What follows belongs to an exercise in optimizing a design on an open flow for small area and a short achievable clock period; a production flow would make more cautious choices. Where RTL was checked, it was by simulation tests only, not by an equivalence proof against the original. For run 7, only the layout was checked, not whether the RTL still works. Power is estimated from default activity; no workload was simulated.

$ cat flow/config.mk
export PLATFORM = sky130hd
export DESIGN_NAME = gfx_wbs_top
export DESIGN_NICKNAME = gfx_wbs_top
export VERILOG_FILES = /design/flow/design.v
export SDC_FILE = /design/flow/constraint.sdc
export NUM_CORES = 4
export LEC_CHECK = 0
export CAP_MARGIN = 20
export CORE_MARGIN = 2
export CORE_UTILIZATION = 65
export SLEW_MARGIN = 20
export SYNTH_HIERARCHICAL = 1
export SYNTH_MINIMUM_KEEP_SIZE = 0
$ cat flow/constraint.sdc
create_clock -name core_clock -period 6.0 [get_ports {wbs_clk_i}]
set_input_delay 1.2000 -clock core_clock [delete_from_list [all_inputs] [get_ports {wbs_clk_i}]]
set_output_delay 1.2000 -clock core_clock [all_outputs]
set_load 0.01 [all_outputs]
$ cat flow/design.v
package gfx_reg_pkg;
  typedef enum logic [8-1:0]
  {
    CONTROL       = 8'h00,
    STATUS        = 8'h04,
    TARGET_BASE   = 8'h08,
    TARGET_SIZE_X = 8'h0C,
    TARGET_SIZE_Y = 8'h10,
    DEST_X        = 8'h14,
    DEST_Y        = 8'h18,
    COLOR0        = 8'h1C,
    ALPHA         = 8'h20
  } gfx_reg_e;
  localparam int POINT_W = 16;
  localparam int CTRL_DEPTH_LSB = 0;
  localparam int CTRL_DEPTH_W   = 2;
  localparam int CTRL_BLEND_BIT = 2;
  localparam int CTRL_RECT_BIT  = 8;
  localparam int CTRL_LINE_BIT  = 9;
  localparam int CTRL_POINT_BIT = 10;
  typedef struct packed
  {
    logic [15:0] count;
    logic [14:0] reserved;
    logic        busy;
  } gfx_status_t;
endpackage
package gfx_ctrl_pkg;
  typedef enum logic
  {
    IDLE = 1'b0,
    BUSY = 1'b1
  } gfx_seq_state_e;
  typedef enum logic [1:0]
  {
    NONE  = 2'd0,
    RECT  = 2'd1,
    LINE  = 2'd2,
    POINT = 2'd3
  } gfx_draw_cmd_e;
endpackage
module gfx_wb_ack
(
  input  logic       cs_i,
  input  logic       cyc_i,
  input  logic       stb_i,
  input  logic       we_i,
  input  logic [3:0] sel_i,
  input  logic       full_i,
  input  logic       rd_ack_q_i,
  output logic       ack_o,
  output logic       err_o
);
  logic acc;
  logic acc32;
  assign acc   = cs_i & cyc_i & stb_i;
  assign acc32 = &sel_i;
  assign ack_o = acc & acc32 & (we_i ? ~full_i : rd_ack_q_i);
  assign err_o = acc & ~acc32;
endmodule
module gfx_wbs_top
(
  input  logic                                  wbs_clk_i,
  input  logic                                  rst_i,
  input  logic                                  cs_i,
  input  logic                                  cyc_i,
  input  logic                                  stb_i,
  input  logic                                  we_i,
  input  logic [3:0]                            sel_i,
  input  logic [8-1:0]                 adr_i,
  input  logic [32-1:0]                dat_i,
  output logic                                  ack_o,
  output logic                                  err_o,
  output logic [32-1:0]                dat_o,
  input  logic                                  pipeline_ack_i,
  input  logic                                  writer_sint_i,
  input  logic                                  reader_sint_i,
  output logic                                  inta_o,
  output logic [32-1:0]                target_base_o,
  output logic [gfx_reg_pkg::POINT_W-1:0]       target_size_x_o,
  output logic [gfx_reg_pkg::POINT_W-1:0]       target_size_y_o,
  output logic [32-1:0]                dest_x_o,
  output logic [32-1:0]                dest_y_o,
  output logic [32-1:0]                color0_o,
  output logic [7:0]                            global_alpha_o,
  output logic [gfx_reg_pkg::CTRL_DEPTH_W-1:0]  color_depth_o,
  output logic                                  blending_enable_o,
  output logic                                  rect_write_o,
  output logic                                  line_write_o,
  output logic                                  point_write_o
);
  localparam int DEPTH = 16;
  localparam logic [2:0] R_CTRL  = 3'd0;
  localparam logic [2:0] R_ALPHA = 3'd1;
  logic       acc, acc32, wr_acc, rd_acc;
  logic [5:0] widx;
  logic       full;
  logic       push;
  logic       rd_ack_q;
  logic       rd_go;
  assign acc    = cs_i & cyc_i & stb_i;
  assign acc32  = &sel_i;
  assign wr_acc = acc & acc32 & we_i;
  assign rd_acc = acc & acc32 & ~we_i;
  assign widx   = adr_i[7:2];
  assign push  = wr_acc & ~full;
  gfx_wb_ack u_ack
  (
    .cs_i       (cs_i),
    .cyc_i      (cyc_i),
    .stb_i      (stb_i),
    .we_i       (we_i),
    .sel_i      (sel_i),
    .full_i     (full),
    .rd_ack_q_i (rd_ack_q),
    .ack_o      (ack_o),
    .err_o      (err_o)
  );
  logic [3:0] enc_code;
  always_comb
  begin
    enc_code[3]   = (widx[5:4] == 2'b00) &
                    (widx[3] ? (widx[2:0] == 3'd0) : (widx[2:0] != 3'd1));
    enc_code[2:0] = widx[3] ? R_ALPHA : widx[2:0];
  end
  logic [35:0] mem [DEPTH];
  logic [4:0]  count;
  logic        pop;
  logic        drain_ok;
  logic [DEPTH-1:0] rd_sel;
  logic [35:0] head;
  assign full = count[4];
  assign pop  = drain_ok & (count != 5'd0);
  always_ff @(posedge wbs_clk_i)
  begin
    if (push)
    begin
      mem[0] <= {enc_code, dat_i};
      for (int i = 1; i < DEPTH; i++)
        mem[i] <= mem[i-1];
    end
  end
  logic [4:0] count_inc;
  logic [4:0] count_dec;
  assign count_inc = count + 5'd1;
  assign count_dec = count - 5'd1;
  always_ff @(posedge wbs_clk_i)
  begin
    if (rst_i)
      count <= '0;
    else if (push & ~pop)
      count <= count_inc;
    else if (pop & ~push)
      count <= count_dec;
  end
  logic [DEPTH-1:0] hsel;
  always_ff @(posedge wbs_clk_i)
  begin
    if (rst_i)
      hsel <= 16'h8000;
    else if (push & ~pop)
      hsel <= {hsel[DEPTH-2:0], hsel[DEPTH-1]};
    else if (pop & ~push)
      hsel <= {hsel[0], hsel[DEPTH-1:1]};
  end
  always_comb
  begin
    head = '0;
    for (int i = 0; i < DEPTH; i++)
    begin
      rd_sel[i] = hsel[i];
      head = head | (mem[i] & {36{rd_sel[i]}});
    end
  end
  logic [31:11] control_hi;
  logic [7:0]  control_lo;
  logic [31:0] target_base_reg;
  logic [31:0] target_size_x_reg;
  logic [31:0] target_size_y_reg;
  logic [31:0] dest_x_reg;
  logic [31:0] dest_y_reg;
  logic [31:0] color0_reg;
  logic [31:0] alpha_reg;
  logic        busy;
  logic [7:0]  wsel;
  logic [31:0] wdat;
  always_comb
  begin
    for (int k = 0; k < 8; k++)
      wsel[k] = rst_i | (pop & head[35] & (head[34:32] == 3'(k)));
    wdat = head[31:0] & {32{~rst_i}};
  end
  always_ff @(posedge wbs_clk_i)
  begin
    if (wsel[R_CTRL])
    begin
      control_hi <= wdat[31:11];
      control_lo <= {wdat[7:1], head[0] | rst_i};
    end
    if (wsel[2]) target_base_reg   <= wdat;
    if (wsel[3]) target_size_x_reg <= wdat;
    if (wsel[4]) target_size_y_reg <= wdat;
    if (wsel[5]) dest_x_reg        <= wdat;
    if (wsel[6]) dest_y_reg        <= wdat;
    if (wsel[7]) color0_reg        <= wdat;
    if (wsel[R_ALPHA]) alpha_reg   <= head[31:0] | {32{rst_i}};
  end
  logic [2:0] draw_q;
  logic       cmd_active;
  always_ff @(posedge wbs_clk_i)
  begin
    draw_q <= (wsel[R_CTRL] & ~rst_i) ? head[10:8] : 3'b000;
  end
  assign cmd_active = |draw_q;
  always_ff @(posedge wbs_clk_i)
  begin
    if (rst_i)
      busy <= 1'b0;
    else if (busy)
      busy <= ~pipeline_ack_i;
    else
      busy <= cmd_active;
  end
  assign drain_ok = ~busy & ~cmd_active;
  always_ff @(posedge wbs_clk_i)
  begin
    inta_o <= ~rst_i & (writer_sint_i | reader_sint_i);
  end
  logic [31:0] rd_mux;
  logic [31:0] rd_dat_q;
  always_comb
  begin
    case (widx)
      6'd0: rd_mux = {control_hi, draw_q, control_lo};
      6'd1: rd_mux = {11'd0, count, 15'd0, busy};
      6'd2: rd_mux = target_base_reg;
      6'd3: rd_mux = target_size_x_reg;
      6'd4: rd_mux = target_size_y_reg;
      6'd5: rd_mux = dest_x_reg;
      6'd6: rd_mux = dest_y_reg;
      6'd7: rd_mux = color0_reg;
      6'd8: rd_mux = alpha_reg;
      default: rd_mux = '0;
    endcase
  end
  assign rd_go = rd_acc & ~rd_ack_q & ~rst_i;
  always_ff @(posedge wbs_clk_i)
  begin
    rd_ack_q <= rd_go;
    rd_dat_q <= rd_go ? rd_mux : 32'd0;
  end
  assign dat_o = rd_dat_q;
  assign target_base_o     = target_base_reg;
  assign target_size_x_o   = target_size_x_reg[15:0];
  assign target_size_y_o   = target_size_y_reg[15:0];
  assign dest_x_o          = dest_x_reg;
  assign dest_y_o          = dest_y_reg;
  assign color0_o          = color0_reg;
  assign global_alpha_o    = alpha_reg[7:0];
  assign color_depth_o     = control_lo[1:0];
  assign blending_enable_o = control_lo[2];
  assign rect_write_o  = draw_q[0];
  assign line_write_o  = draw_q[1] & ~draw_q[0];
  assign point_write_o = draw_q[2] & ~draw_q[1] & ~draw_q[0];
endmodule
$ cat flow/flow/run.sh
#!/bin/bash
# Standard ORFS layout with these changes:
# - synthesis maps logic with ABC's default script instead of ORFS's speed
#   script (registers are mapped before ABC runs, so they are unchanged),
#   and takes the small gfx_wb_ack module (bus ack/err, the only paths from
#   inputs to outputs) from a hand-mapped netlist, flow/ack_cells.v;
# - smaller port buffers;
# - a clock tree from clock buffers in larger clusters, without dummy loads;
# - timing repair aimed at a shorter period than the clock's.
# Each tool's output is in standard.log and orfs/logs/.
set -uo pipefail
MARGIN=$(cat flow/margin.txt 2>/dev/null || echo 3)
sed 's|log_cmd abc {\*}\$abc_args|log_cmd abc {*}[lrange $abc_args 2 end]|' \
  "$FLOW_HOME/scripts/synth.tcl" > synth_core.tcl
grep -q 'lrange $abc_args 2 end' synth_core.tcl || { echo "synth.tcl patch failed"; exit 1; }
awk -v core="$PWD/synth_core.tcl" -v ack="$PWD/flow/ack_cells.v" '
  /SCRIPTS_DIR\)\/synth.tcl/ { print "source " core; print "delete gfx_wb_ack"; print "read_verilog " ack; print "hierarchy -top $::env(DESIGN_NAME)"; next }
  { print }' synth_recipe.tcl > synth_own.tcl
bash standard.sh SYNTH_SCRIPT=$PWD/synth_own.tcl \
  BUFFER_PORTS_ARGS="-buffer_cell sky130_fd_sc_hd__buf_1" \
  CTS_ARGS="-sink_clustering_enable -repair_clock_nets -dont_use_dummy_load -sink_clustering_size 20 -sink_clustering_max_diameter 80 -buf_list {sky130_fd_sc_hd__clkbuf_8 sky130_fd_sc_hd__clkbuf_16}" \
  SETUP_SLACK_MARGIN=$MARGIN \
  finish > standard.log 2>&1
$ cat flow/flow/ack_cells.v
// gfx_wb_ack mapped by hand to two levels of gates: the bus handshake
// outputs are the only paths from inputs to outputs, so they set the period.
module gfx_wb_ack(cs_i, cyc_i, stb_i, we_i, sel_i, full_i, rd_ack_q_i, ack_o, err_o);
  input cs_i;
  input cyc_i;
  input stb_i;
  input we_i;
  input [3:0] sel_i;
  input full_i;
  input rd_ack_q_i;
  output ack_o;
  output err_o;
  wire n_sel;
  wire n_acc;
  wire n_full;
  wire n_x;
  // n_sel = ~&sel, n_acc = ~(cs & cyc & stb)
  sky130_fd_sc_hd__nand4_1 u_nsel (.A(sel_i[0]), .B(sel_i[1]), .C(sel_i[2]), .D(sel_i[3]), .Y(n_sel));
  sky130_fd_sc_hd__nand3_1 u_nacc (.A(cs_i), .B(cyc_i), .C(stb_i), .Y(n_acc));
  // n_x = ~(we ? ~full : rd_ack_q)
  sky130_fd_sc_hd__inv_1 u_nfull (.A(full_i), .Y(n_full));
  sky130_fd_sc_hd__mux2i_1 u_nx (.A0(rd_ack_q_i), .A1(n_full), .S(we_i), .Y(n_x));
  // ack = acc & acc32 & x, err = acc & ~acc32
  sky130_fd_sc_hd__nor3_1 u_ack (.A(n_sel), .B(n_acc), .C(n_x), .Y(ack_o));
  sky130_fd_sc_hd__nor2b_1 u_err (.A(n_acc), .B_N(n_sel), .Y(err_o));
endmodule
$ cat flow/flow/margin.txt
3
$ cat flow/standard.sh
#!/bin/bash
# synth_recipe.tcl (not shown) runs the flow's synth.tcl, then flattens the netlist and writes it again
# the make line also repeats each setting of config.mk as NAME=value (left out here)
make -C /OpenROAD-flow-scripts/flow DESIGN_CONFIG=/design/flow/config.mk WORK_HOME=/design/flow/orfs CLKGATE_MAP_FILE= SYNTH_SCRIPT=/design/flow/synth_recipe.tcl "${@:-finish}"
==> results of run 1 <==
routing by layer:
| layer | wire, um | vias up | global-route usage [%] |
|---|---|---|---|
| li1 | - | 7598 | - |
| met1 | 30400 | 9095 | 44.9 |
| met2 | 36900 | 1264 | 48.9 |
| met4 | 2890 | 0 | 11.5 |
| met3 | 9300 | 176 | 6.21 |
| met5 | 0 | - | 0 |
cells in the final DEF, fill, tap and decap left out, types with 4 or more instances in the layout:
cell       count
a21oi_2        7
buf_6          8
a31oi_1       21
o21ai_0       17
a222oi_1     201
nor2b_1        9
dfxtp_1       59
a21oi_1       25
nor2_1        64
mux2i_1       16
clkbuf_16     51
nand3_1       13
edfxtp_1     829
clkbuf_2       4
and3_1        10
nand4_1       34
a22oi_1       89
inv_1          7
nor3_1         6
buf_1        253
nand2_1      109
a21o_1         4
buf_4         33
path summary, 6_finish.rpt:
path,startpoint,to,slack (ps),cells after the start
max reg2reg,hsel[11],target_size_x_reg[26],3060,6
min,mem[1][16],mem[2][16],410,0
max,sel_i[0],ack_o,2920,4
min reg2reg,mem[1][16],mem[2][16],410,0
what timing repair did:
action / in CTS / in global routing
setup endpoints to repair: 489 / 584
pin swaps: 2 / 2
resized for setup: 20 / 16
cloned: 1 / 1
setup buffers: 3 / 0
area by class of cell:
class | count | area (um2) | area share (%)
well taps | 615 | 769 | 2.22
inverters | 9 | 38.8 | 0.112
repair buffers | 308 | 1510 | 4.37
clock buffers | 50 | 1250 | 3.62
multi-input cells | 682 | 4950 | 14.3
flip-flops and latches | 888 | 26100 | 75.4
power by group:
| group | internal (W) | leakage [nW] | switching (W) | total, W |
|---|---|---|---|---|
| sequential | 0.00770 | 8.14 | 0.000431 | 0.00813 |
| combinational | 0.000997 | 1.96 | 0.00274 | 0.00374 |
| clock | 0.00148 | 0.616 | 0.00182 | 0.00329 |
through the flow:
step	TNS, ps	setup slack (ps)	total power (W)
2_1_floorplan	-340600	-2070	0.0103
3_3_place_gp	0	2180	0.0118
3_5_place_dp	0	2250	0.0119
4_1_cts	0	2990	0.0152
5_1_grt	0	2900	0.0157
6_report	0	2920	0.0152
==> run summary, run 1 <==
| Item | Reported |
|:---|:---|
| TritonCTS clock tree | built |
| Antenna violations before repair | 1 |
| Y dimension of the die | 225 um |
| Shortest clock period the worst path allows after layout | 3080 ps |
| Total cell area at the placement stage | 33,100 um2 |
| H-tree depth | 2 |
| Final-report max-slew violation count | 0 |
| Number of detailed-routing iterations run before antenna repair | 9 |
| Transition time at the pin with the least slew margin | 881 ps |
| Cell chain of the critical path | buf_1 -> nand4_1 -> nor3_4 -> buf_2 |
| Max_cap viols | 0 |
| Maximum clock insertion buffer count | 3 |
| Per-cell via count in the routed design | 7.11 |
| Area of all placed cells without fillers | 34,600 um2 |
| Post-Route WL | 79,500 um |
| Clk Tree Root Cell | clkbuf_16 |
| Wire length of the first global-routing pass | 115,000 um |
| Worst endpoint data arrival time | 1880 ps |
| Kind of cell adding the most delay to the critical path | simple AND/OR/NAND/NOR gates |
| Power per Cell Area | 438 nW/um2 |
| Crit path buf inv count | 2 |
| Synth warn | 8 |
| Via count | 18,133 |
| Number of violations reported at the end of detailed-routing iteration 0 | 3,205 |
| Maximum clock skew at final layout | 53.0 ps |
| Worst EP required | 4800 ps |
| Insertion delay of the later-clocked pin in the worst-skew pair | 630 ps |
| WS Path Type | in -> out |
| CTS sink count | 888 |
| Standard cell with the maximum stage delay on the critical path | nor3_4 |
| Ratio of final minimum period to clock period | 51.4% |
| CP max FO | 2 |
| Post-CTS Hold Buffers | 0 |
| WL per Instance | 31.1 um |
| Final hold violation count | 0 |
| Non-filler instance count after layout | 2,552 |
| Synth Cell Area | 31,700 um2 |
| Mean instance size in the synthesized netlist | 18.3 um2 |
| Worst max-slew margin expressed relative to the limit | 41.1% |
| Buffers added on ports | 259 |
| Synthesized netlist net count | 1,788 |
| Hpwl dp | 44,400 um |
| Final count of negative-setup-slack endpoints | 0 |
| Final GP Congestion | 0.799 |
| Finished Core Util | 72.2% |
| Cells after synthesis | 1,730 |
| Worst Hold Margin | 413 ps |
| Top-level I/O count | 262 |
| CTS clock-pin slew for the worst setup and hold paths | 80 ps |
| Standby leakage power | 10.7 nW |
| Worst Setup Start Kind | input port |
| Total global routing track utilization | 31.3% |
| Outcome | no timing/DRC/antenna violations |
| Antenna viol nets, final | 0 |
| Area Overhead vs Synth | 9.09% |
| Number of nets in the layout | 1,997 |
| Peak supply drop | 0.344 mV |
| Area of the placeable core | 47,900 um2 |
| Setup repair after global routing missed its margin | yes |
| Row Count | 80 |
| Die Footprint | 50,600 um2 |
| Proportion of layout cells with a drive suffix above 1 | 7.02% |
| Delay of the slowest critical-path stage | 240 ps |
| Clock buffer count from CTS | 50 |
| Starting density of the core | 66.1% |
| Max reg flops | 576 |
| Via count of the first global-routing pass | 17,452 |
| DRC | 0 |
| Category of the worst setup path capture point | output port |
| Top register by number of flip-flops | mem |
| Hold Crit Class | reg -> reg |
| Number of cells after detailed placement | 2,497 |
| Pin count of the biggest net entering global routing | 205 |
| Count of filler cells inserted in the layout | 2,984 |
| Total congestion overflow after global routing | 0 |
| Die X-Extent | 225 um |
| F_max | 0.324 GHz |
| N_diodes | 0 |
==> inputs of run 2 (changes only) <==
--- a/flow/flow/ack_cells.v
+++ b/flow/flow/ack_cells.v
@@ -17,4 +17,4 @@
   // n_sel = ~&sel, n_acc = ~(cs & cyc & stb)
-  sky130_fd_sc_hd__nand4_1 u_nsel (.A(sel_i[0]), .B(sel_i[1]), .C(sel_i[2]), .D(sel_i[3]), .Y(n_sel));
-  sky130_fd_sc_hd__nand3_1 u_nacc (.A(cs_i), .B(cyc_i), .C(stb_i), .Y(n_acc));
+  sky130_fd_sc_hd__nand4_2 u_nsel (.A(sel_i[0]), .B(sel_i[1]), .C(sel_i[2]), .D(sel_i[3]), .Y(n_sel));
+  sky130_fd_sc_hd__nand3_2 u_nacc (.A(cs_i), .B(cyc_i), .C(stb_i), .Y(n_acc));
   // n_x = ~(we ? ~full : rd_ack_q)
@@ -23,3 +23,3 @@
   // ack = acc & acc32 & x, err = acc & ~acc32
-  sky130_fd_sc_hd__nor3_1 u_ack (.A(n_sel), .B(n_acc), .C(n_x), .Y(ack_o));
+  sky130_fd_sc_hd__nor3_2 u_ack (.A(n_sel), .B(n_acc), .C(n_x), .Y(ack_o));
   sky130_fd_sc_hd__nor2b_1 u_err (.A(n_acc), .B_N(n_sel), .Y(err_o));
--- a/flow/config.mk
+++ b/flow/config.mk
@@ -9,3 +9,3 @@
 export CORE_MARGIN = 2
-export CORE_UTILIZATION = 65
+export CORE_UTILIZATION = 75
 export SLEW_MARGIN = 20
==> run summary, run 2 <==
| Item | Reported | Delta |
|:---|:---|:---|
| Outcome | no timing/DRC/antenna violations | unchanged |
| Final hold violation count | 0 | unchanged |
| Number of violations reported at the end of detailed-routing iteration 0 | 3,517 | was 3,205 |
| Starting density of the core | 75.8% | was 66.1% |
| Mean instance size in the synthesized netlist | 18.3 um2 | about the same |
| Stages on the worst setup path | 4 | unchanged |
| Wire length of the first global-routing pass | 115,000 um | about the same |
| Crit path buf inv count | 2 | unchanged |
| Kind of cell adding the most delay to the critical path | buffers and inverters | was simple AND/OR/NAND/NOR gates |
| Standby leakage power | 10.8 nW | was 10.7 nW |
| Die X-Extent | 210 um | was 225 um |
| Source of the critical timing path | we_i | was sel_i[0] |
| Category of the worst setup path capture point | output port | unchanged |
| Cells after synthesis | 1,730 | unchanged |
| Proportion of layout cells with a drive suffix above 1 | 7.72% | was 7.02% |
| Post-CTS Hold Buffers | 0 | unchanged |
| Worst max-slew margin expressed relative to the limit | 25.9% | was 41.1% |
| Maximum clock skew at final layout | 26.8 ps | was 53.0 ps |
| Antenna violations before repair | 1 | unchanged |
| Top register by number of flip-flops | mem | unchanged |
| Shortest clock period the worst path allows after layout | 2960 ps | was 3080 ps |
| Max_cap viols | 0 | unchanged |
| Buffers added on ports | 259 | unchanged |
| Cell chain of the critical path | buf_12 -> mux2i_4 -> nor3_4 -> buf_2 | was buf_1 -> nand4_1 -> nor3_4 -> buf_2 |
| Highest layer used for signal routing | met4 | unchanged |
| Number of cells on the worst reg-to-reg path | 6 | unchanged |
| Final setup slack of the worst path | 3040 ps | was 2920 ps |
| CP max FO | 3 | was 2 |
| Number of detailed-routing iterations run before antenna repair | 9 | unchanged |
| WL per Instance | 31.7 um | was 31.1 um |
| Finished Core Util | 82.6% | was 72.2% |
| Synthesized netlist net count | 1,788 | unchanged |
| CTS clock-pin slew for the worst setup and hold paths | 70 ps | was 80 ps |
| Worst EP required | 4800 ps | about the same |
| Worst R2R Start | hsel[11] | unchanged |
| Pin count of the biggest net entering global routing | 182 | was 205 |
| Transition time at the pin with the least slew margin | 1110 ps | was 881 ps |
| Total congestion overflow after global routing | 0 | unchanged |
| Total global routing track utilization | 36.0% | was 31.3% |
| TritonCTS clock tree | built | unchanged |
| Register-to-register path setup slack | 3070 ps | was 3060 ps |
| Via count of the first global-routing pass | 18,084 | was 17,452 |
| Maximum clock insertion buffer count | 3 | unchanged |
| Final-report max-slew violation count | 0 | unchanged |
| Final count of negative-setup-slack endpoints | 0 | unchanged |
| Ratio of final minimum period to clock period | 49.3% | was 51.4% |
| Via count | 18,641 | was 18,133 |
| CTS sink count | 888 | unchanged |
| Power per Cell Area | 438 nW/um2 | about the same |
| Die Footprint | 44,000 um2 | was 50,600 um2 |
| DRC | 0 | unchanged |
| Clk Tree Root Cell | clkbuf_16 | unchanged |
| Met3 Routed Length | 11,900 um | was 9300 um |
| Post-Route WL | 78,700 um | was 79,500 um |
| Count of filler cells inserted in the layout | 1,953 | was 2,984 |
| Area of the placeable core | 41,900 um2 | was 47,900 um2 |
| Standard cell with the maximum stage delay on the critical path | mux2i_4 | was nor3_4 |
| Antenna viol nets, final | 0 | unchanged |
| Insertion delay of the later-clocked pin in the worst-skew pair | 610 ps | was 630 ps |
| Worst slack at placement | 1790 ps | was 2250 ps |
| Delay of the slowest critical-path stage | 190 ps | was 240 ps |
| WS Path Type | in -> out | unchanged |
| Area Overhead vs Synth | 9.01% | was 9.09% |
| Top-level I/O count | 262 | unchanged |
| Power consumption | 0.0152 W | about the same |
| Top library cells by usage in the layout, fill and taps aside | edfxtp_1, buf_1, a222oi_1 | unchanged |
| Final GP Congestion | 0.854 | was 0.799 |
| Number of nets in the layout | 2,002 | was 1,997 |
| Peak supply drop | 0.350 mV | was 0.344 mV |
| Final total negative setup slack | 0 ps | unchanged |
| Synth Cell Area | 31,700 um2 | about the same |
| Worst endpoint data arrival time | 1760 ps | was 1880 ps |
| DR WL met2 | 35,800 um | was 36,900 um |
| Most common cell after layout, fill and taps aside | edfxtp_1 | unchanged |
| Hpwl dp | 44,300 um | was 44,400 um |
| Synth warn | 8 | unchanged |
| Row Count | 75 | was 80 |
| F_max | 0.338 GHz | was 0.324 GHz |
| Last element of the critical path | ack_o | unchanged |
| M1 WL | 27,300 um | was 30,400 um |
| Capturing point of the worst reg2reg path | target_size_y_reg[26] | was target_size_x_reg[26] |
| Worst Setup Start Kind | input port | unchanged |
| Per-cell via count in the routed design | 7.51 | was 7.11 |
| Clock buffer count from CTS | 50 | unchanged |
| H-tree depth | 2 | unchanged |
| Setup repair after global routing missed its margin | yes | unchanged |
| Y dimension of the die | 210 um | was 225 um |
| Hold Crit Class | reg -> reg | unchanged |
| Max reg flops | 576 | unchanged |
==> run 2: how the worst min path moves through the flow <==
stage                     slack (ps)          end   startpoint  depth (start not counted)
after floorplan                  420  mem[14][26]  mem[13][26]                          0
after global routing             440   mem[4][14]   mem[3][14]                          0
after global placement           430   mem[4][18]   mem[3][18]                          0
final                            430    mem[1][2]    mem[0][2]                          0
after CTS                        430    mem[9][4]    mem[8][4]                          0
after detailed placement         430   mem[7][15]   mem[6][15]                          0
==> run 2: per-stage QoR <==
stage                     cells  instance area (um2)  hold WS [ps]
after floorplan            1730                31800           420
after global placement     2413                33000           427
after detailed placement   2414                33000           433
after CTS                  2478                34400           431
after global routing       2482                34600           435
final                      2482                34600           433
==> run 2: per-layer routing <==
| metal | GRT usage (%) | up-vias |
|---|---|---|
| li1 | - | 7599 |
| met1 | 50.8 | 9055 |
| met2 | 54.5 | 1760 |
| met3 | 8.80 | 227 |
| met4 | 17.3 | 0 |
| met5 | 0 | - |
==> run 2: area by class of cell <==
cell class                 count  area (um2)  area share, %
antenna                        1        2.50        0.00723
clock buffer                  50        1250           3.62
inverter                       9        42.5          0.123
multi-input combinational    685        5030           14.6
sequential                   888       26100           75.4
tap                          539         674           1.95
timing repair buffer         310        1510           4.35
==> run 2: worst reg2reg max path, stage by stage, from the launching register on <==
cell and delay (ps):
dfxtp_1 450, buf_4 400, a222oi_1 370, a21boi_0 230
nand3_1 90, a211oi_1 800, nor2_1 280
==> run 2: timing repair <==
item	in CTS	in global routing
pin swaps	5	6
setup endpoints to repair	497	265
gates resized for setup	16	38
setup buffers	11	3
gates cloned	3	0
==> run 2: power by group <==
part / total (W) / leakage, nW / switching (W) / internal (W)
sequential: 0.00824 / 8.14 / 0.000534 / 0.00770
clock: 0.00325 / 0.616 / 0.00177 / 0.00148
combinational: 0.00366 / 2.00 / 0.00266 / 0.000995
==> inputs of run 3 (changes only) <==
--- a/flow/flow/run.sh
+++ b/flow/flow/run.sh
@@ -20,3 +20,3 @@
   BUFFER_PORTS_ARGS="-buffer_cell sky130_fd_sc_hd__buf_1" \
-  CTS_ARGS="-sink_clustering_enable -repair_clock_nets -dont_use_dummy_load -sink_clustering_size 20 -sink_clustering_max_diameter 80 -buf_list {sky130_fd_sc_hd__clkbuf_8 sky130_fd_sc_hd__clkbuf_16}" \
+  CTS_ARGS="-sink_clustering_enable -repair_clock_nets -dont_use_dummy_load -sink_clustering_size 18 -sink_clustering_max_diameter 50 -buf_list {sky130_fd_sc_hd__clkbuf_8}" \
   SETUP_SLACK_MARGIN=$MARGIN \
==> flow/flow/margin.txt (replaced) <==
3.45
--- a/flow/config.mk
+++ b/flow/config.mk
@@ -9,3 +9,3 @@
 export CORE_MARGIN = 2
-export CORE_UTILIZATION = 75
+export CORE_UTILIZATION = 65
 export SLEW_MARGIN = 20
==> run summary, run 3 <==
| Item | Reported | Delta |
|:---|:---|:---|
| Outcome | no timing/DRC/antenna violations | unchanged |
| Die X-Extent | 225 um | was 210 um |
| Starting density of the core | 66.2% | was 75.8% |
| Synthesized netlist net count | 1,788 | unchanged |
| Maximum clock skew at final layout | 69.9 ps | was 26.8 ps |
| Synth Cell Area | 31,700 um2 | unchanged |
| Power per Cell Area | 429 nW/um2 | was 438 nW/um2 |
| Count of filler cells inserted in the layout | 2,910 | was 1,953 |
| CTS sink count | 888 | unchanged |
| Number of detailed-routing iterations run before antenna repair | 7 | was 9 |
| Antenna viol nets, final | 0 | unchanged |
| Total global routing track utilization | 32.4% | was 36.0% |
| Final hold violation count | 0 | unchanged |
| Post-CTS Hold Buffers | 0 | unchanged |
| Total congestion overflow after global routing | 0 | unchanged |
| TritonCTS clock tree | built | unchanged |
| Maximum clock insertion buffer count | 3 | unchanged |
| Hold Crit Class | reg -> reg | unchanged |
| Worst endpoint data arrival time | 1720 ps | was 1760 ps |
| DRC | 0 | unchanged |
| Synth warn | 8 | unchanged |
| Final GP Congestion | 0.803 | was 0.854 |
| Final-report max-slew violation count | 0 | unchanged |
| Proportion of layout cells with a drive suffix above 1 | 12.2% | was 7.72% |
| Clk Tree Root Cell | clkbuf_8 | was clkbuf_16 |
| Top-level I/O count | 262 | unchanged |
| Max_cap viols | 0 | unchanged |
| WL per Instance | 31.5 um | was 31.7 um |
| Kind of cell adding the most delay to the critical path | multiplexers | was buffers and inverters |
| Per-cell via count in the routed design | 7.09 | was 7.51 |
| Final count of negative-setup-slack endpoints | 0 | unchanged |
| CTS clock-pin slew for the worst setup and hold paths | 110 ps | was 70 ps |
| Insertion delay of the later-clocked pin in the worst-skew pair | 690 ps | was 610 ps |
| Area of the placeable core | 47,900 um2 | was 41,900 um2 |
| CP max FO | 3 | unchanged |
| Pin count of the biggest net entering global routing | 210 | was 182 |
| Hpwl dp | 44,200 um | was 44,300 um |
| Crit path buf inv count | 2 | unchanged |
| Via count | 18,492 | was 18,641 |
| Shortest clock period the worst path allows after layout | 2920 ps | was 2960 ps |
| Setup repair after global routing missed its margin | yes | unchanged |
| Final total negative setup slack | 0 ps | unchanged |
| Standard cell with the maximum stage delay on the critical path | mux2i_2 | was mux2i_4 |
| Most common cell after layout, fill and taps aside | edfxtp_1 | unchanged |
| Max reg flops | 576 | unchanged |
| Delay of the slowest critical-path stage | 250 ps | was 190 ps |
| Die Footprint | 50,600 um2 | was 44,000 um2 |
| Y dimension of the die | 225 um | was 210 um |
| Top library cells by usage in the layout, fill and taps aside | edfxtp_1, buf_1, a222oi_1 | unchanged |
| Standby leakage power | 11.0 nW | was 10.8 nW |
| Antenna violations before repair | 1 | unchanged |
| Buffers added on ports | 259 | unchanged |
| Peak supply drop | 0.245 mV | was 0.350 mV |
| Worst Setup Start Kind | input port | unchanged |
| Worst max-slew margin expressed relative to the limit | 48.1% | was 25.9% |
| Area Overhead vs Synth | 11.0% | was 9.01% |
| Via count of the first global-routing pass | 17,854 | was 18,084 |
| Transition time at the pin with the least slew margin | 778 ps | was 1110 ps |
| Top register by number of flip-flops | mem | unchanged |
| Wire length of the first global-routing pass | 118,000 um | was 115,000 um |
| Number of nets in the layout | 2,053 | was 2,002 |
| Clock buffer count from CTS | 66 | was 50 |
| Cell chain of the critical path | buf_6 -> mux2i_2 -> nor3_4 -> buf_2 | was buf_12 -> mux2i_4 -> nor3_4 -> buf_2 |
| Non-filler instance count after layout | 2,609 | was 2,482 |
| Category of the worst setup path capture point | output port | unchanged |
| Worst EP required | 4800 ps | about the same |
| F_max | 0.342 GHz | was 0.338 GHz |
| Number of cells after detailed placement | 2,489 | was 2,414 |
| WS Path Type | in -> out | unchanged |
| Mean instance size in the synthesized netlist | 18.3 um2 | unchanged |
| Row Count | 80 | was 75 |
| Cells after synthesis | 1,730 | unchanged |
| Post-Route WL | 82,300 um | was 78,700 um |
| H-tree depth | 3 | was 2 |
| Ratio of final minimum period to clock period | 48.7% | was 49.3% |
| Number of violations reported at the end of detailed-routing iteration 0 | 2,843 | was 3,517 |
==> run 3: timing repair <==
item,4_1_cts,5_1_grt
pin swaps,15,19
resized for setup,95,39
setup endpoints to repair,817,486
cloned,11,1
setup buffers,23,18
==> run 3: worst register-to-register path: cells and delay by family (launching register included) <==
family	cells	cell delay, ps
simple gates	3	830
compound gates	4	620
flops	1	390
fa+ha+maj	2	380
buf+inv	3	230
==> run 3: area by class of cell <==
class | count | area, um2 | share of cell area (%)
tap | 615 | 769 | 2.18
inverter | 9 | 42.5 | 0.121
multi-input combinational | 687 | 5250 | 14.9
antenna | 1 | 2.50 | 0.00710
clock buffer | 66 | 908 | 2.58
timing repair inverter | 1 | 7.51 | 0.0213
timing repair buffer | 342 | 2160 | 6.13
sequential | 888 | 26100 | 74.1
==> run 3: worst paths after layout <==
check	from	endpoint	slack [ps]	cells past startpoint
max	we_i	ack_o	3080	4
min	mem[5][1]	mem[6][1]	420	0
max reg2reg	count[4]	count[4]	3460	12
min reg2reg	mem[5][1]	mem[6][1]	420	0
==> run 3: layer usage <==
metal	track usage, %	routed length [um]	vias up
li1	-	-	7697
met3	6.83	10000	153
met2	50.2	38400	1415
met1	46.0	31000	9227
met5	0	0	-
met4	13.0	2940	0
==> run 3: power by group <==
group / switching (W) / internal [W]
sequential: 0.000470 / 0.00770
combinational: 0.00293 / 0.00124
clock: 0.00178 / 0.000993
total: 0.00519 / 0.00993
==> run 3: through the flow <==
step	instance area [um2]	utilization, %	setup WS [ps]	power, W	hold slack (ps)
3_5_place_dp	33100	69.1	1970	0.0119	432
5_1_grt	35200	73.5	3040	0.0156	430
3_3_place_gp	33100	69.1	2050	0.0118	427
6_report	35200	73.5	3080	0.0151	415
4_1_cts	34900	72.7	3090	0.0149	415
2_1_floorplan	32000	-	-2070	0.0103	420
==> inputs of run 4 (changes only) <==
==> flow/flow/margin.txt (replaced) <==
3.3
==> run summary, run 4 <==
| Item | Reported | Delta |
|:---|:---|:---|
| Outcome | no timing/DRC/antenna violations | unchanged |
| Most common cell after layout, fill and taps aside | edfxtp_1 | unchanged |
| Count of filler cells inserted in the layout | 3,021 | was 2,910 |
| Worst endpoint data arrival time | 1750 ps | was 1720 ps |
| Cells after synthesis | 1,730 | unchanged |
| CTS clock-pin slew for the worst setup and hold paths | 110 ps | about the same |
| Area of all placed cells without fillers | 34,600 um2 | was 35,200 um2 |
| Number of nets in the layout | 2,025 | was 2,053 |
| WL per Instance | 30.9 um | was 31.5 um |
| Pin count of the biggest net entering global routing | 172 | was 210 |
| Die Footprint | 50,600 um2 | unchanged |
| Row Count | 80 | unchanged |
| Standby leakage power | 10.7 nW | was 11.0 nW |
| Area of the placeable core | 47,900 um2 | unchanged |
| Proportion of layout cells with a drive suffix above 1 | 9.41% | was 12.2% |
| Via count | 18,401 | was 18,492 |
| Power per Cell Area | 429 nW/um2 | about the same |
| Synthesized netlist net count | 1,788 | unchanged |
| Hpwl dp | 44,000 um | was 44,200 um |
| CP max FO | 2 | was 3 |
| Maximum clock skew at final layout | 48.8 ps | was 69.9 ps |
| Wire length of the first global-routing pass | 115,000 um | was 118,000 um |
| Max_cap viols | 0 | unchanged |
| Setup repair after global routing missed its margin | yes | unchanged |
| Number of cells after detailed placement | 2,495 | was 2,489 |
| Worst Hold Margin | 425 ps | was 415 ps |
| Ratio of final minimum period to clock period | 49.1% | was 48.7% |
| CTS sink count | 888 | unchanged |
| Max reg flops | 576 | unchanged |
| Total cell area at the placement stage | 33,100 um2 | about the same |
| Number of detailed-routing iterations run before antenna repair | 8 | was 7 |
| Hold Crit Class | reg -> reg | unchanged |
| Worst Setup Start Kind | input port | unchanged |
| Worst max-slew margin expressed relative to the limit | 35.2% | was 48.1% |
| Non-filler instance count after layout | 2,581 | was 2,609 |
| Per-cell via count in the routed design | 7.13 | was 7.09 |
| Total global routing track utilization | 31.4% | was 32.4% |
| Y dimension of the die | 225 um | unchanged |
| Area used by multi-input combinational logic | 5050 um2 | was 5250 um2 |
| Via count of the first global-routing pass | 17,538 | was 17,854 |
| Top register by number of flip-flops | mem | unchanged |
| Final setup slack of the worst path | 3050 ps | was 3080 ps |
| Top-level I/O count | 262 | unchanged |
| H-tree depth | 3 | unchanged |
| Worst slack at placement | 2060 ps | was 1970 ps |
| DRC | 0 | unchanged |
| Register area | 26,100 um2 | about the same |
| Area Overhead vs Synth | 9.18% | was 11.0% |
| Final GP Congestion | 0.858 | was 0.803 |
| Mean instance size in the synthesized netlist | 18.3 um2 | unchanged |
| Worst EP required | 4800 ps | about the same |
| WS Path Type | in -> out | unchanged |
| Number of violations reported at the end of detailed-routing iteration 0 | 3,260 | was 2,843 |
| Clock buffer count from CTS | 66 | unchanged |
| TritonCTS clock tree | built | unchanged |
| Top library cells by usage in the layout, fill and taps aside | edfxtp_1, buf_1, a222oi_1 | unchanged |
| Antenna violations before repair | 1 | unchanged |
| Transition time at the pin with the least slew margin | 972 ps | was 778 ps |
| Category of the worst setup path capture point | output port | unchanged |
| F_max | 0.339 GHz | was 0.342 GHz |
| Shortest clock period the worst path allows after layout | 2950 ps | was 2920 ps |
| Synth warn | 8 | unchanged |
| Maximum clock insertion buffer count | 3 | unchanged |
| Final hold violation count | 0 | unchanged |
| Antenna viol nets, final | 0 | unchanged |
| Final-report max-slew violation count | 0 | unchanged |
| Total congestion overflow after global routing | 0 | unchanged |
| Synth Cell Area | 31,700 um2 | unchanged |
| Clk Tree Root Cell | clkbuf_8 | unchanged |
| Post-Route WL | 79,800 um | was 82,300 um |
| Insertion delay of the later-clocked pin in the worst-skew pair | 670 ps | was 690 ps |
| Starting density of the core | 66.2% | unchanged |
| Buffers added on ports | 259 | unchanged |
| Die X-Extent | 225 um | unchanged |
| Final count of negative-setup-slack endpoints | 0 | unchanged |
| Peak supply drop | 0.265 mV | was 0.245 mV |
[run 4: final timing paths]
check	startpoint	end	slack, ps	depth (start not counted)
setup reg to reg	hsel[8]	target_size_y_reg[29]	3380	7
setup / recovery	we_i	ack_o	3050	4
hold reg to reg	mem[11][14]	mem[12][14]	420	0
hold / removal	mem[11][14]	mem[12][14]	420	0
[run 4: cell type report]
cell class              instances  area share [%]
inverters                       9           0.123
diodes                          1         0.00722
multi-input cells             683            14.6
well taps                     615            2.22
repair buffers                318            5.12
repair inverters                1          0.0217
clock buffers                  66            2.62
flip-flops and latches        888            75.3
[run 4: report_power, final]
group          leakage [nW]  total, W  switching [W]  internal, W
Combinational          2.09   0.00395        0.00282      0.00113
Sequential             8.14   0.00816       0.000456      0.00770
Clock                 0.475   0.00275        0.00175     0.000993
Total                  10.7    0.0148        0.00503      0.00982
[run 4: worst max-delay path: stages]
cell	delay (ps)
buf_8	100
mux2i_4	180
nor3_4	110
buf_2	150
[run 4: timing repair]
| item | in CTS | in global routing |
|---|---|---|
| cloned | 2 | 1 |
| setup endpoints to repair | 643 | 467 |
| setup buffers | 5 | 11 |
| pin swaps | 4 | 6 |
| resized for setup | 66 | 47 |
| hold buffers | 0 | 0 |
[run 4: layer usage]
| metal | global-route usage [%] | routed length, um |
|---|---|---|
| met5 | 0 | 0 |
| met4 | 11.0 | 2350 |
| met3 | 4.97 | 9620 |
| met2 | 49.1 | 37700 |
| met1 | 46.0 | 30100 |
[run 4: stage by stage]
stage	utilization, %	power [W]	TNS (ps)
6_report	72.3	0.0148	0
4_1_cts	71.6	0.0147	0
5_1_grt	72.3	0.0154	0
2_1_floorplan	-	0.0103	-340600
3_3_place_gp	69.1	0.0118	0
3_5_place_dp	69.1	0.0119	0
==> inputs of run 5 (changes only) <==
==> flow/flow/margin.txt (replaced) <==
3
==> run summary, run 5 <==
| Item | Reported | Delta |
|:---|:---|:---|
| Outcome | no timing/DRC/antenna violations | unchanged |
| Highest layer used for signal routing | met4 | unchanged |
| Clk Tree Root Cell | clkbuf_8 | unchanged |
| Hpwl dp | 43,600 um | was 44,000 um |
| Max_cap viols | 0 | unchanged |
| Final count of negative-setup-slack endpoints | 0 | unchanged |
| CTS sink count | 888 | unchanged |
| Total internal power | 0.00960 W | was 0.00982 W |
| N_diodes | 0 | was 1 |
| Maximum clock skew at final layout | 62.5 ps | was 48.8 ps |
| Cells after synthesis | 1,730 | unchanged |
| Starting density of the core | 66.2% | unchanged |
| Category of the worst setup path capture point | output port | unchanged |
| DRC | 0 | unchanged |
| Y dimension of the die | 225 um | unchanged |
| Proportion of layout cells with a drive suffix above 1 | 7.70% | was 9.41% |
| Via count of the first global-routing pass | 17,356 | was 17,538 |
| Wire length of the first global-routing pass | 113,000 um | was 115,000 um |
| Mean instance size in the synthesized netlist | 18.3 um2 | unchanged |
| Antenna viol nets, final | 0 | unchanged |
| Worst endpoint data arrival time | 1790 ps | was 1750 ps |
| Ratio of final minimum period to clock period | 49.8% | was 49.1% |
| Worst Hold Margin | 434 ps | was 425 ps |
| Post-CTS Hold Buffers | 0 | unchanged |
| Antenna violations before repair | 0 | was 1 |
| Row Count | 80 | unchanged |
| Power per Cell Area | 423 nW/um2 | was 429 nW/um2 |
| Top library cells by usage in the layout, fill and taps aside | edfxtp_1, buf_1, a222oi_1 | unchanged |
| Total congestion overflow after global routing | 0 | unchanged |
| Standby leakage power | 10.5 nW | was 10.7 nW |
| Insertion delay of the later-clocked pin in the worst-skew pair | 720 ps | was 670 ps |
| Most common cell after layout, fill and taps aside | edfxtp_1 | unchanged |
| Total global routing track utilization | 30.5% | was 31.4% |
| Top-level I/O count | 262 | unchanged |
| DR WL met2 | 36,000 um | was 37,700 um |
| F_max | 0.335 GHz | was 0.339 GHz |
| Area Overhead vs Synth | 7.65% | was 9.18% |
| Maximum clock insertion buffer count | 3 | unchanged |
| Synth warn | 8 | unchanged |
| Number of violations reported at the end of detailed-routing iteration 0 | 3,138 | was 3,260 |
| Power consumption | 0.0145 W | was 0.0148 W |
| Switching power summed over all nets | 0.00485 W | was 0.00503 W |
| Fraction of power consumed by the clock network | 18.1% | was 18.5% |
| M1 WL | 29,800 um | was 30,100 um |
| H-tree depth | 2 | was 3 |
| Synthesized netlist net count | 1,788 | unchanged |
| Peak supply drop | 0.240 mV | was 0.265 mV |
| Final GP Congestion | 0.846 | was 0.858 |
| Switching share of power | 33.6% | was 33.9% |
| Area of the placeable core | 47,900 um2 | unchanged |
| CTS clock-pin slew for the worst setup and hold paths | 100 ps | was 110 ps |
| CP max FO | 4 | was 2 |
| Worst EP required | 4800 ps | about the same |
| Post-Route WL | 77,400 um | was 79,800 um |
| Hold Crit Class | reg -> reg | unchanged |
| TritonCTS clock tree | built | unchanged |
| Die X-Extent | 225 um | unchanged |
| Number of detailed-routing iterations run before antenna repair | 10 | was 8 |
| Combinational share of power | 25.7% | was 26.6% |
| Pin count of the biggest net entering global routing | 192 | was 172 |
| Synth Cell Area | 31,700 um2 | unchanged |
| Setup repair after global routing missed its margin | no | was yes |
| Worst slack at placement | 1900 ps | was 2060 ps |
| Final setup slack of the worst path | 3010 ps | was 3050 ps |
| WL per Instance | 30.2 um | was 30.9 um |
| Clock buffer count from CTS | 60 | was 66 |
| Met3 Routed Length | 9580 um | was 9620 um |
| Per-cell via count in the routed design | 7.03 | was 7.13 |
| WS Path Type | in -> out | unchanged |
| Die Footprint | 50,600 um2 | unchanged |
| Top register by number of flip-flops | mem | unchanged |
| Worst Setup Start Kind | input port | unchanged |
| Via count | 18,019 | was 18,401 |
| Number of nets in the layout | 2,009 | was 2,025 |
| Final hold violation count | 0 | unchanged |
| Shortest clock period the worst path allows after layout | 2990 ps | was 2950 ps |
| Transition time at the pin with the least slew margin | 1070 ps | was 972 ps |
| Buffers added on ports | 259 | unchanged |
| Relative contribution of sequential cells to total power | 56.2% | was 54.9% |
| Max reg flops | 576 | unchanged |
| Worst max-slew margin expressed relative to the limit | 28.4% | was 35.2% |
| Final-report max-slew violation count | 0 | unchanged |
[run 5: per-layer routing]
metal  vias up  global-route usage [%]
met2      1310                    47.2
met3       136                    5.37
met5         -                       0
met4         0                    9.06
li1       7604                       -
met1      8969                    45.5
[run 5: area by class of cell]
type,count,area [um2]
inverters,9,42.5
flip-flops and latches,888,26100
multi-input cells,683,4950
clock buffers,60,826
repair buffers,309,1490
fillers,3101,13800
well taps,615,769
[run 5: power groups by stage]
stage / registers, W / logic [W] / clock network, W
final: 0.00812 / 0.00372 / 0.00261
after detailed placement: 0.00825 / 0.00361 / 0
after global placement: 0.00822 / 0.00356 / 0
after CTS: 0.00811 / 0.00364 / 0.00267
after floorplan: 0.00826 / 0.00203 / 0
after global routing: 0.00818 / 0.00396 / 0.00286
[run 5: worst paths after layout]
kind | from | cells after the start | slack [ps] | endpoint
min | mem[1][8] | 0 | 430 | mem[2][8]
min reg2reg | mem[1][8] | 0 | 430 | mem[2][8]
max | we_i | 4 | 3010 | ack_o
max reg2reg | hsel[3] | 7 | 3170 | control_lo[4]
[run 5: per-stage QoR]
stage / instances / cell area (um2) / util, % / TNS, ps
after CTS: 2557 / 34000 / 70.9 / 0
after floorplan: 1730 / 31800 / - / -340600
after global placement: 2495 / 33100 / 69.1 / 0
after global routing: 2564 / 34200 / 71.2 / 0
final: 2564 / 34200 / 71.2 / 0
after detailed placement: 2495 / 33100 / 69.1 / 0
[run 5: worst max-delay path, cell delays in order]
cell and delay (ps):
buf_2 150, mux2i_2 250, nor3_2 50, buf_2 140
[run 5: timing repair]
action	4_1_cts	5_1_grt
setup endpoints to repair	300	301
pin swaps	1	2
gates resized for setup	12	25
gates cloned	1	1
setup buffers	1	6
==> inputs of run 6 (changes only) <==
==> flow/flow/margin.txt (replaced) <==
3.15
==> run summary, run 6 <==
| Item | Reported | Delta |
|:---|:---|:---|
| Outcome | no timing/DRC/antenna violations | unchanged |
| Shortest clock period the worst path allows after layout | 2900 ps | was 2990 ps |
| Synthesized netlist net count | 1,788 | unchanged |
| Worst Setup Start Kind | input port | unchanged |
| Worst Hold Margin | 431 ps | was 434 ps |
| Maximum clock skew at final layout | 60.4 ps | was 62.5 ps |
| Most common cell after layout, fill and taps aside | edfxtp_1 | unchanged |
| Total global routing track utilization | 30.8% | was 30.5% |
| Category of the worst setup path capture point | output port | unchanged |
| Max reg flops | 576 | unchanged |
| Met1 Track Usage GR | 45.7% | was 45.5% |
| Die X-Extent | 225 um | unchanged |
| Hpwl dp | 43,600 um | unchanged |
| Insertion delay of the later-clocked pin in the worst-skew pair | 720 ps | about the same |
| Power per Cell Area | 423 nW/um2 | about the same |
| Ratio of final minimum period to clock period | 48.3% | was 49.8% |
| Die Footprint | 50,600 um2 | unchanged |
| Y dimension of the die | 225 um | unchanged |
| WS Path Type | in -> out | unchanged |
| Synth warn | 8 | unchanged |
| CTS clock-pin slew for the worst setup and hold paths | 100 ps | about the same |
| Worst endpoint data arrival time | 1700 ps | was 1790 ps |
| Antenna violations before repair | 0 | unchanged |
| TritonCTS clock tree | built | unchanged |
| Synth Cell Area | 31,700 um2 | unchanged |
| N_diodes | 0 | unchanged |
| Via count of the first global-routing pass | 17,493 | was 17,356 |
| CP max FO | 2 | was 4 |
| Worst max-slew margin expressed relative to the limit | 30.4% | was 28.4% |
| Wire length of the first global-routing pass | 114,000 um | was 113,000 um |
| Total cell area at the placement stage | 33,100 um2 | unchanged |
| Hold Crit Class | reg -> reg | unchanged |
| Area of all placed cells without fillers | 34,400 um2 | was 34,200 um2 |
| GR Layer Usage met3 | 5.40% | was 5.37% |
| WL per Instance | 30.4 um | was 30.2 um |
| H-tree depth | 2 | unchanged |
| Number of detailed-routing iterations run before antenna repair | 9 | was 10 |
| Starting density of the core | 66.2% | unchanged |
| Final GP Congestion | 0.846 | unchanged |
| Area Overhead vs Synth | 8.29% | was 7.65% |
| Final count of negative-setup-slack endpoints | 0 | unchanged |
| Mean instance size in the synthesized netlist | 18.3 um2 | unchanged |
| Standard cell with the maximum stage delay on the critical path | buf_2 | was mux2i_2 |
| Total congestion overflow after global routing | 0 | unchanged |
| Buffers added on ports | 259 | unchanged |
| Final hold violation count | 0 | unchanged |
| Post-Route WL | 78,200 um | was 77,400 um |
| GR Layer Usage met2 | 47.7% | was 47.2% |
| Row Count | 80 | unchanged |
| Final-report max-slew violation count | 0 | unchanged |
| Top library cells by usage in the layout, fill and taps aside | edfxtp_1, buf_1, a222oi_1 | unchanged |
| Top register by number of flip-flops | mem | unchanged |
| CTS sink count | 888 | unchanged |
| Post-CTS Hold Buffers | 0 | unchanged |
| Register-to-register path setup slack | 3260 ps | was 3170 ps |
| Clock buffer count from CTS | 60 | unchanged |
| Per-cell via count in the routed design | 7.05 | was 7.03 |
| Area of the placeable core | 47,900 um2 | unchanged |
| Setup repair after global routing missed its margin | yes | was no |
| Kind of cell adding the most delay to the critical path | buffers and inverters | unchanged |
| Non-filler instance count after layout | 2,570 | was 2,564 |
| Cell chain of the critical path | clkbuf_2 -> nand3_4 -> nor3_2 -> buf_2 | was buf_2 -> mux2i_2 -> nor3_2 -> buf_2 |
| Clk Tree Root Cell | clkbuf_8 | unchanged |
| DRC | 0 | unchanged |
| Maximum clock insertion buffer count | 3 | unchanged |
| Via count | 18,108 | was 18,019 |
| Crit path buf inv count | 2 | unchanged |
| Peak supply drop | 0.290 mV | was 0.240 mV |
| Top-level I/O count | 262 | unchanged |
| Number of cells after detailed placement | 2,495 | unchanged |
| Proportion of layout cells with a drive suffix above 1 | 8.49% | was 7.70% |
| Worst EP required | 4800 ps | about the same |
| F_max | 0.345 GHz | was 0.335 GHz |
| Most used routing layer | met2 | unchanged |
| Transition time at the pin with the least slew margin | 1040 ps | was 1070 ps |
| Final total negative setup slack | 0 ps | unchanged |
| Number of violations reported at the end of detailed-routing iteration 0 | 3,114 | was 3,138 |
| Standby leakage power | 10.6 nW | was 10.5 nW |
| Cells after synthesis | 1,730 | unchanged |
| Number of nets in the layout | 2,015 | was 2,009 |
| Pin count of the biggest net entering global routing | 192 | unchanged |
| Delay of the slowest critical-path stage | 150 ps | was 250 ps |
| Power consumption | 0.0145 W | about the same |
| Max_cap viols | 0 | unchanged |
| Antenna viol nets, final | 0 | unchanged |
run 6: worst paths after layout:
path / start / end / depth (start not counted)
worst max-delay path: cs_i / ack_o / 4
worst min-delay path: mem[8][8] / mem[9][8] / 0
worst max register to register: hsel[3] / target_size_y_reg[7] / 7
worst min register to register: mem[8][8] / mem[9][8] / 0
run 6: per-layer routing:
metal	wire length (um)	part of all wire, %
met5	0	0
met4	2240	2.9
met3	9590	12
met2	36000	46
met1	30400	39
run 6: through the flow:
step | utilization [%] | worst slack, ps
2_1_floorplan | - | -2070
3_3_place_gp | 69.1 | 1970
3_5_place_dp | 69.1 | 1900
4_1_cts | 71.3 | 3080
5_1_grt | 71.7 | 3070
6_report | 71.7 | 3100
run 6: layout make-up:
| class | count | area (um2) |
|---|---|---|
| multi-input cells | 683 | 5000 |
| well taps | 615 | 769 |
| inverters | 9 | 42.5 |
| repair inverters | 1 | 7.51 |
| repair buffers | 314 | 1640 |
| fillers | 3075 | 13600 |
| flip-flops and latches | 888 | 26100 |
| clock buffers | 60 | 826 |
run 6: power breakdown:
part	leakage (nW)	internal, W	switching, W
logic	2.03	0.00103	0.00274
registers	8.14	0.00770	0.000426
clock network	0.431	0.000893	0.00173
total	10.6	0.00963	0.00490
run 6: worst reg2reg max path: stages (launching register included):
cell      delay (ps)
dfxtp_1          480
buf_8            380
a222oi_1         210
nand4_1          150
o21a_1           250
nor2b_1          310
a31o_2           210
buf_6            350
run 6: timing repair:
action	in CTS	in global routing
cloned	2	2
gates resized for setup	36	43
endpoints found under the setup margin	362	276
setup buffers	8	3
pin swaps	4	4
==> inputs of run 7 (changes only) <==
--- a/flow/design.v
+++ b/flow/design.v
@@ -127,2 +127,5 @@
   logic [4:0]  count;
+  logic        full_q;
+  logic [DEPTH-1:0] hsel;
+  logic        empty;
   logic        pop;
@@ -131,4 +134,5 @@
   logic [35:0] head;
-  assign full = count[4];
-  assign pop  = drain_ok & (count != 5'd0);
+  assign full  = full_q;
+  assign empty = hsel[DEPTH-1] & ~full_q;
+  assign pop   = drain_ok & ~empty;
   always_ff @(posedge wbs_clk_i)
@@ -142,16 +146,2 @@
   end
-  logic [4:0] count_inc;
-  logic [4:0] count_dec;
-  assign count_inc = count + 5'd1;
-  assign count_dec = count - 5'd1;
-  always_ff @(posedge wbs_clk_i)
-  begin
-    if (rst_i)
-      count <= '0;
-    else if (push & ~pop)
-      count <= count_inc;
-    else if (pop & ~push)
-      count <= count_dec;
-  end
-  logic [DEPTH-1:0] hsel;
   always_ff @(posedge wbs_clk_i)
@@ -164,2 +154,18 @@
       hsel <= {hsel[0], hsel[DEPTH-1:1]};
+  end
+  always_ff @(posedge wbs_clk_i)
+  begin
+    if (rst_i)
+      full_q <= 1'b0;
+    else if (push & ~pop)
+      full_q <= hsel[DEPTH-2];
+    else if (pop & ~push)
+      full_q <= 1'b0;
+  end
+  always_comb
+  begin
+    count = {full_q, 4'd0};
+    for (int i = 0; i < DEPTH; i++)
+      if (hsel[i])
+        count[3:0] = count[3:0] | 4'(i + 1);
   end
--- a/flow/flow/ack_cells.v
+++ b/flow/flow/ack_cells.v
@@ -23,3 +23,3 @@
   // ack = acc & acc32 & x, err = acc & ~acc32
-  sky130_fd_sc_hd__nor3_2 u_ack (.A(n_sel), .B(n_acc), .C(n_x), .Y(ack_o));
+  sky130_fd_sc_hd__nor3_2 u_ack (.A(n_x), .B(n_acc), .C(n_sel), .Y(ack_o));
   sky130_fd_sc_hd__nor2b_1 u_err (.A(n_acc), .B_N(n_sel), .Y(err_o));
==> flow/flow/margin.txt (replaced) <==
3.25
--- a/flow/config.mk
+++ b/flow/config.mk
@@ -9,3 +9,3 @@
 export CORE_MARGIN = 2
-export CORE_UTILIZATION = 65
+export CORE_UTILIZATION = 72
 export SLEW_MARGIN = 20
==> run summary, run 7 <==
| Item | Reported | Delta |
|:---|:---|:---|
| Standby leakage power | 10.6 nW | about the same |
| GR Layer Usage met2 | 50.2% | was 47.7% |
| WS Path Type | in -> out | unchanged |
| Clk Tree Root Cell | clkbuf_8 | unchanged |
| GR Layer Usage met3 | 8.71% | was 5.40% |
| Worst max-slew margin expressed relative to the limit | 36.0% | was 30.4% |
| CP max FO | 4 | was 2 |
| Insertion delay of the later-clocked pin in the worst-skew pair | 720 ps | about the same |
| Clock buffer count from CTS | 59 | was 60 |
| Met1 Track Usage GR | 52.9% | was 45.7% |
| Per-cell via count in the routed design | 7.47 | was 7.05 |
| Total cell area at the placement stage | 33,000 um2 | was 33,100 um2 |
| Area Overhead vs Synth | 8.42% | was 8.29% |
| Ratio of final minimum period to clock period | 48.4% | was 48.3% |
| Synthesized netlist net count | 1,783 | was 1,788 |
| Hold Crit Class | reg -> reg | unchanged |
| Hpwl dp | 45,800 um | was 43,600 um |
| Total congestion overflow after global routing | 0 | unchanged |
| Antenna viol nets, final | 0 | unchanged |
| Pin count of the biggest net entering global routing | 217 | was 192 |
| Cells after synthesis | 1,729 | was 1,730 |
| Row Count | 76 | was 80 |
| Antenna violations before repair | 1 | was 0 |
| Power per Cell Area | 330 nW/um2 | was 423 nW/um2 |
| N_diodes | 0 | unchanged |
| Transition time at the pin with the least slew margin | 956 ps | was 1040 ps |
| Delay of the slowest critical-path stage | 210 ps | was 150 ps |
| WL per Instance | 32.1 um | was 30.4 um |
| Final GP Congestion | 0.854 | was 0.846 |
| Buffers added on ports | 259 | unchanged |
| Most common cell after layout, fill and taps aside | edfxtp_1 | unchanged |
| Maximum clock insertion buffer count | 3 | unchanged |
| Top-level I/O count | 262 | unchanged |
| TritonCTS clock tree | built | unchanged |
| Proportion of layout cells with a drive suffix above 1 | 9.22% | was 8.49% |
| Shortest clock period the worst path allows after layout | 2900 ps | about the same |
| Max_cap viols | 0 | unchanged |
| Source of the critical timing path | we_i | was cs_i |
| Via count of the first global-routing pass | 17,575 | was 17,493 |
| H-tree depth | 2 | unchanged |
| Wire length of the first global-routing pass | 113,000 um | was 114,000 um |
| Outcome | no timing/DRC/antenna violations | unchanged |
| Top library cells by usage in the layout, fill and taps aside | edfxtp_1, buf_1, a222oi_1 | unchanged |
| Final count of negative-setup-slack endpoints | 0 | unchanged |
| Peak supply drop | 0.292 mV | was 0.290 mV |
| Area used by multi-input combinational logic | 5230 um2 | was 5000 um2 |
| Category of the worst setup path capture point | output port | unchanged |
| Power consumption | 0.0113 W | was 0.0145 W |
| CTS sink count | 884 | was 888 |
| Max reg flops | 576 | unchanged |
| Worst endpoint data arrival time | 1700 ps | about the same |
| Finished Core Util | 79.4% | was 71.7% |
| Number of violations reported at the end of detailed-routing iteration 0 | 3,867 | was 3,114 |
| Final-report max-slew violation count | 0 | unchanged |
| Most used routing layer | met1 | was met2 |
| Area of all placed cells without fillers | 34,300 um2 | was 34,400 um2 |
| Maximum clock skew at final layout | 66.0 ps | was 60.4 ps |
| Register area | 26,000 um2 | was 26,100 um2 |
| Synth warn | 8 | unchanged |
| Top register by number of flip-flops | mem | unchanged |
| Kind of cell adding the most delay to the critical path | buffers and inverters | unchanged |
| Setup repair after global routing missed its margin | yes | unchanged |
| Count of filler cells inserted in the layout | 2,311 | was 3,075 |
| Synth Cell Area | 31,600 um2 | was 31,700 um2 |
| Worst Setup Start Kind | input port | unchanged |
| Standard cell with the maximum stage delay on the critical path | mux2i_1 | was buf_2 |
| Crit path buf inv count | 2 | unchanged |
| DRC | 0 | unchanged |
| Die Footprint | 45,600 um2 | was 50,600 um2 |
| Worst EP required | 4800 ps | about the same |
| Post-CTS Hold Buffers | 0 | unchanged |
| Cell chain of the critical path | buf_6 -> mux2i_1 -> nor3_2 -> buf_2 | was clkbuf_2 -> nand3_4 -> nor3_2 -> buf_2 |
| Number of detailed-routing iterations run before antenna repair | 12 | was 9 |
| Mean instance size in the synthesized netlist | 18.3 um2 | about the same |
| Y dimension of the die | 214 um | was 225 um |
| Starting density of the core | 73.2% | was 66.2% |
| Die X-Extent | 214 um | was 225 um |
| Via count | 18,963 | was 18,108 |
| F_max | 0.345 GHz | about the same |
| Total global routing track utilization | 34.7% | was 30.8% |
| Worst R2R Start | busy | was hsel[3] |
| Final hold violation count | 0 | unchanged |
| CTS clock-pin slew for the worst setup and hold paths | 100 ps | about the same |
| Critical hold path startpoint | mem[7][35] | was mem[8][8] |
| Post-Route WL | 81,500 um | was 78,200 um |
| Number of nets in the layout | 2,009 | was 2,015 |
| Area of the placeable core | 43,200 um2 | was 47,900 um2 |
==> run 7: worst paths after layout <==
path	to	slack, ps	cells after the start
worst max-delay path	ack_o	3100	4
worst min-delay path	mem[8][35]	430	0
worst max register to register	target_size_y_reg[5]	3210	5
worst min register to register	mem[8][35]	430	0
==> run 7: final cells by class <==
type / instances / share of cell area, %
flip-flops and latches: 884 / 75.9
multi-input cells: 701 / 15.3
repair buffers: 305 / 4.32
clock buffers: 59 / 2.37
well taps: 585 / 2.14
inverters: 4 / 0.0438
==> run 7: through the flow <==
step           TNS [ps]  setup WS, ps  std cells  hold slack (ps)
6_report              0          3100       2538              429
5_1_grt               0          3040       2538              433
4_1_cts               0          3040       2521              432
3_5_place_dp          0          2180       2457              433
3_3_place_gp          0          2220       2457              428
2_1_floorplan   -333650         -1460       1729              422
==> run 7: repair_timing <==
action / CTS / global route
buffers inserted: 5 / 7
pin swaps: 5 / 12
gates resized for setup: 20 / 53
cloned: 0 / 10
setup endpoints to repair: 303 / 603
==> run 7: worst register-to-register path: cells and delay by family, from the launching register on <==
kind	cells	cell delay (ps)
simple gates	2	910
flops	1	400
compound gates	3	1100
==> run 7: per-layer routing <==
| metal | share of wire [%] | routed length [um] |
|---|---|---|
| met1 | 37 | 29800 |
| met2 | 44 | 36000 |
| met3 | 16 | 12700 |
| met4 | 3.6 | 2940 |
| met5 | 0.016 | 13 |
==> run 7: power by group <==
part | internal [W] | total (W) | leakage (nW) | switching (W)
registers | 0.00708 | 0.00728 | 8.08 | 0.000203
clock network | 0.000879 | 0.00259 | 0.424 | 0.00172
logic | 0.000396 | 0.00145 | 2.05 | 0.00105
total | 0.00835 | 0.0113 | 10.6 | 0.00297

-- separate check: timing with driven ports --
No port has a modelled driver above. Below, the same layouts with a new extraction and two added sets of constraints. Step 1: set_driving_cell puts a clkbuf_16 on wbs_clk_i and a buf_2 on each other input, an assumption about the parent block. Step 2 also shifts input and output timing later by t, the mid clock arrival at the registers, as if the neighbouring blocks saw the same clock. a / b / c = ideal / step 1 / step 2; a / b = the first two.
run | t, ns | setup slack, ns | worst setup path after step 2 | slew at the worst register clock pin (ns) | worst slew at a driven data input, ns
run 1 | 0.659 | 2.916 / 2.889 / 2.481 | input to register | 0.08 / 0.08 | 0.06
run 2 | 0.651 | 3.040 / 2.978 / 2.433 | input to register | 0.08 / 0.08 | 0.10
run 3 | 0.712 | 3.080 / 3.016 / 2.713 | input to register | 0.12 / 0.12 | 0.07
run 4 | 0.698 | 3.054 / 2.986 / 2.642 | input to register | 0.11 / 0.11 | 0.08
run 5 | 0.738 | 3.012 / 2.981 / 2.497 | input to register | 0.11 / 0.11 | 0.05
run 6 | 0.743 | 3.104 / 3.053 / 2.537 | input to register | 0.11 / 0.11 | 0.06
run 7 | 0.739 | 3.098 / 3.039 / 2.407 | input to register | 0.11 / 0.11 | 0.06
After both steps every run listed still meets setup and hold. For run 7, which loses most, drivers alone change the setup slack by -0.059 ns; drivers and shift together by -0.691 ns.
